Context: an optimization exercise on an open-source flow, tuned for small area. The choices shown serve that exercise and are no tape-out recipe. Function was checked by simulation only, so behaviour that the tests miss may differ from the original. Power is estimated from default activity; no workload was simulated.

==> flow/design.v (excerpt) <==
module conv_window_gen #(
    parameter int IMG_W = 256,
    parameter int IMG_H = 256,
    parameter int PIX_W = 8
) (
    input  logic               clk,
    input  logic               rst,
    input  logic               go,
    input  logic [PIX_W-1:0]   pix_in,
    input  logic               pix_valid,
    output logic               pix_ready,
    output logic [9*PIX_W-1:0] win_out,
    output logic               win_valid,
    input  logic               win_ready,
    output logic               busy,
    output logic               done
);
export LEC_CHECK = 0
export CAP_MARGIN = 20
export CORE_MARGIN = 2
export CORE_UTILIZATION = 70
export SLEW_MARGIN = 20
export CTS_ARGS = -sink_clustering_enable -repair_clock_nets -dont_use_dummy_load -sink_clustering_size 18 -sink_clustering_max_diameter 50 -buf_list sky130_fd_sc_hd__clkbuf_8
export BUFFER_PORTS_ARGS = -buffer_cell sky130_fd_sc_hd__buf_1
create_clock -name core_clock -period 10.0 [get_ports {clk}]
standard.sh (not shown) runs the stock make flow with config.mk's settings and CLKGATE_MAP_FILE= SYNTH_SCRIPT=/design/flow/synth_recipe.tcl, a recipe that flattens the netlist after the stock synthesis.
==> flow/flow/run.sh <==
#!/bin/bash
# Standard layout (the standard.sh, standard synthesis unchanged) with CTS
# tuned for area: small clock buffers, no dummy loads, and port buffers of the
# smallest buffer cell.
set -euo pipefail
cd "$(dirname "$0")/.."
source flow/knobs.sh
cat >> config.mk <<EOC
export CTS_ARGS = -sink_clustering_enable -repair_clock_nets -dont_use_dummy_load -sink_clustering_size $CTS_SIZE -sink_clustering_max_diameter $CTS_DIAM -buf_list $CTS_BUFS
export BUFFER_PORTS_ARGS = -buffer_cell sky130_fd_sc_hd__buf_1
EOC
bash standard.sh finish > flow_make.log 2>&1
==> flow/flow/knobs.sh <==
CTS_SIZE=18
CTS_DIAM=50
CTS_BUFS=sky130_fd_sc_hd__clkbuf_8
Edit:
==> flow/run.sh (new file) <==
#!/bin/bash
# synth_recipe.tcl (not shown) runs the flow's synth.tcl, then flattens the netlist and writes it again
# the make line also repeats each setting of config.mk as NAME=value (left out here)
make -C /OpenROAD-flow-scripts/flow DESIGN_CONFIG=/design/flow/config.mk WORK_HOME=/design/flow/orfs CLKGATE_MAP_FILE= SYNTH_SCRIPT=/design/flow/synth_recipe.tcl finish
==> flow/config.mk (replaced) <==
export PLATFORM = sky130hd
export DESIGN_NAME = conv_window_gen
export DESIGN_NICKNAME = conv_window_gen
export VERILOG_FILES = /design/flow/design.v
export SDC_FILE = /design/flow/constraint.sdc
export NUM_CORES = 4
export LEC_CHECK = 0
export CAP_MARGIN = 20
export CORE_MARGIN = 2
export CORE_UTILIZATION = 70
export CTS_BUF_LIST = sky130_fd_sc_hd__clkbuf_8
export CTS_CLUSTER_DIAMETER = 50
export CTS_CLUSTER_SIZE = 18
export SLEW_MARGIN = 20
removed: flow/flow/run.sh
removed: flow/flow/knobs.sh
removed: flow/standard.sh
Effect:
- The new run finished with timing, DRC and antenna clean
- clock skew fell by 0.031 ns
- design area rose by 0.94%
- setup slack is worse by 0.76 ns
- clock-buffer cell count rose by 12
- global-route usage is about the same
- first-iteration DRC count rose by 2.8%
- wire length stays flat


The RTL this note starts from:
==> flow/design.v <==
module conv_window_gen #(
    parameter int IMG_W = 256,
    parameter int IMG_H = 256,
    parameter int PIX_W = 8
) (
    input  logic               clk,
    input  logic               rst,
    input  logic               go,
    input  logic [PIX_W-1:0]   pix_in,
    input  logic               pix_valid,
    output logic               pix_ready,
    output logic [9*PIX_W-1:0] win_out,
    output logic               win_valid,
    input  logic               win_ready,
    output logic               busy,
    output logic               done
);
    localparam int CW = $clog2(IMG_W);
    localparam int RW = $clog2(IMG_H);
    localparam int N  = 2 * IMG_W + 3;
    logic             drain;
    logic [CW-1:0]    col;
    logic [RW-1:0]    row;
    logic [PIX_W-1:0] chain [N];
    logic             pix_acc;
    logic             win_hs;
    logic             last_col;
    logic             last_row;
    assign pix_ready = busy && !drain && (!win_valid || win_ready);
    assign pix_acc   = pix_valid && pix_ready;
    assign win_hs    = win_valid && win_ready;
    assign last_col  = (col == CW'(IMG_W - 1));
    assign last_row  = (row == RW'(IMG_H - 1));
    always_ff @(posedge clk) begin
        if (pix_acc) begin
            chain[0] <= pix_in;
            for (int k = 1; k < N; k++) chain[k] <= chain[k-1];
        end
    end
    always_comb begin
        for (int c = 0; c < 3; c++) begin
            win_out[PIX_W*(6+c) +: PIX_W] = chain[2 - c];
            win_out[PIX_W*(3+c) +: PIX_W] = chain[IMG_W + 2 - c];
            win_out[PIX_W*(0+c) +: PIX_W] = chain[2*IMG_W + 2 - c];
        end
    end
    always_ff @(posedge clk) begin
        if (!busy) begin
            col <= '0;
            row <= '0;
        end else if (pix_acc) begin
            col <= col + CW'(1);
            if (last_col) row <= row + RW'(1);
        end
    end
    always_ff @(posedge clk or posedge rst) begin
        if (rst) begin
            win_valid <= 1'b0;
            busy      <= 1'b0;
            drain     <= 1'b0;
            done      <= 1'b0;
        end else begin
            done <= 1'b0;
            if (!busy) begin
                if (go && !done) busy <= 1'b1;
            end else if (!drain) begin
                if (pix_acc) begin
                    win_valid <= (row >= RW'(2)) && (col >= CW'(2));
                    if (last_col && last_row) drain <= 1'b1;
                end else if (win_hs) begin
                    win_valid <= 1'b0;
                end
            end else if (win_hs) begin
                win_valid <= 1'b0;
                busy      <= 1'b0;
                drain     <= 1'b0;
                done      <= 1'b1;
            end
        end
    end
endmodule
==> flow/config.mk <==
export PLATFORM = sky130hd
export DESIGN_NAME = conv_window_gen
export DESIGN_NICKNAME = conv_window_gen
export VERILOG_FILES = /design/flow/design.v
export SDC_FILE = /design/flow/constraint.sdc
export NUM_CORES = 4
export LEC_CHECK = 0
export CAP_MARGIN = 20
export CORE_MARGIN = 2
export CORE_UTILIZATION = 70
export SLEW_MARGIN = 20
export CTS_ARGS = -sink_clustering_enable -repair_clock_nets -dont_use_dummy_load -sink_clustering_size 30 -sink_clustering_max_diameter 60 -buf_list sky130_fd_sc_hd__clkbuf_16
export BUFFER_PORTS_ARGS = -buffer_cell sky130_fd_sc_hd__buf_1
==> flow/constraint.sdc <==
create_clock -name core_clock -period 10.0 [get_ports {clk}]
set_input_delay 2.0000 -clock core_clock [delete_from_list [all_inputs] [get_ports {clk}]]
set_output_delay 2.0000 -clock core_clock [all_outputs]
set_load 0.01 [all_outputs]
==> flow/flow/run.sh <==
#!/bin/bash
# Standard layout (the standard.sh, standard synthesis unchanged) with CTS
# tuned for area: small clock buffers, no dummy loads, and port buffers of the
# smallest buffer cell.
set -euo pipefail
cd "$(dirname "$0")/.."
source flow/knobs.sh
cat >> config.mk <<EOC
export CTS_ARGS = -sink_clustering_enable -repair_clock_nets -dont_use_dummy_load -sink_clustering_size $CTS_SIZE -sink_clustering_max_diameter $CTS_DIAM -buf_list $CTS_BUFS
export BUFFER_PORTS_ARGS = -buffer_cell sky130_fd_sc_hd__buf_1
EOC
bash standard.sh finish > flow_make.log 2>&1
==> flow/flow/knobs.sh <==
CTS_SIZE=30
CTS_DIAM=60
CTS_BUFS=sky130_fd_sc_hd__clkbuf_16
Change:
==> flow/run.sh (new file) <==
#!/bin/bash
# synth_recipe.tcl (not shown) runs the flow's synth.tcl, then flattens the netlist and writes it again
# the make line also repeats each setting of config.mk as NAME=value (left out here)
make -C /OpenROAD-flow-scripts/flow DESIGN_CONFIG=/design/flow/config.mk WORK_HOME=/design/flow/orfs CLKGATE_MAP_FILE= SYNTH_SCRIPT=/design/flow/synth_recipe.tcl finish
BUFFER_PORTS_ARGS = not set   (was -buffer_cell sky130_fd_sc_hd__buf_1)
CTS_ARGS = not set   (was -sink_clustering_enable -repair_clock_nets -dont_use_dummy_load -sink_clustering_size 30 -sink_clustering_max_diameter 60 -buf_list sky130_fd_sc_hd__clkbuf_16)
removed: flow/flow/run.sh
removed: flow/flow/knobs.sh
removed: flow/standard.sh
Outcome: The changed run finished with timing, DRC and antenna clean; register-to-register slack gets worse by 70 ps; sequential share of layout area went down by 5.1 points; combinational power went up by a few percent; clock-buffer cell count went up by 294; cell area went up by a few percent; via count went up by a few percent; utilization went up by 4.4 points; total power went up by about a fifth; wire length went up by a quarter to a third.
Change:
==> flow/flow/run.sh (new file) <==
#!/bin/bash
# Standard layout (the standard.sh, standard synthesis unchanged) with CTS
# tuned for area: small clock buffers, no dummy loads, and port buffers of the
# smallest buffer cell.
set -euo pipefail
cd "$(dirname "$0")/.."
source flow/knobs.sh
cat >> config.mk <<EOC
export CTS_ARGS = -sink_clustering_enable -repair_clock_nets -dont_use_dummy_load -sink_clustering_size $CTS_SIZE -sink_clustering_max_diameter $CTS_DIAM -buf_list $CTS_BUFS
export BUFFER_PORTS_ARGS = -buffer_cell sky130_fd_sc_hd__buf_1
EOC
bash standard.sh finish > flow_make.log 2>&1
==> flow/flow/knobs.sh (new file) <==
CTS_SIZE=20
CTS_DIAM=60
CTS_BUFS=sky130_fd_sc_hd__clkbuf_8
==> flow/standard.sh (new file) <==
#!/bin/bash
# synth_recipe.tcl (not shown) runs the flow's synth.tcl, then flattens the netlist and writes it again
# the make line also repeats each setting of config.mk as NAME=value (left out here)
make -C /OpenROAD-flow-scripts/flow DESIGN_CONFIG=/design/flow/config.mk WORK_HOME=/design/flow/orfs CLKGATE_MAP_FILE= SYNTH_SCRIPT=/design/flow/synth_recipe.tcl "${@:-finish}"
BUFFER_PORTS_ARGS = -buffer_cell sky130_fd_sc_hd__buf_1   (was not set)
CTS_ARGS = -sink_clustering_enable -repair_clock_nets -dont_use_dummy_load -sink_clustering_size 20 -sink_clustering_max_diameter 60 -buf_list sky130_fd_sc_hd__clkbuf_8   (was not set)
removed: flow/run.sh
Outcome: The new run passed the timing, design-rule and antenna checks. Setup slack is better by 760 ps. Routed wire length fell by 21%. Fmax rose by 17%.

-- what the ideal ports hide --
No port has a modelled driver above. Below, the same layouts with a new extraction and two added sets of constraints. Step 1 assumes that a clkbuf_16 drives the clock port and a buf_2 every other input. Step 2 times the ports against the registers' clock, not the clock port: input delays grow and output delays shrink by t, the midpoint of the rising clock arrivals with the driver on. a / b / c = ideal / step 1 / step 2; a / b = the first two.
run | t (ns) | setup WS [ns] | slew at the worst register clock pin (ns)
the first run of note 1 | 1.074 | 5.445 / 5.423 / 4.849 | 0.11 / 0.11
the second run of note 1 | 1.107 | 4.685 / 4.662 / 4.420 | 0.11 / 0.11
the first run of note 2 | 0.884 | 5.442 / 5.420 / 4.847 | 0.11 / 0.11
the second run of note 2 | 1.005 | 4.685 / 4.661 / 4.400 | 0.08 / 0.08
the third run of note 2 | 1.022 | 5.443 / 5.421 / 4.849 | 0.12 / 0.12
After both steps setup and hold are still met in every run listed. The setup slack of the first run of note 1, which loses most, moves by -0.022 ns with the drivers and by -0.596 ns with both steps.
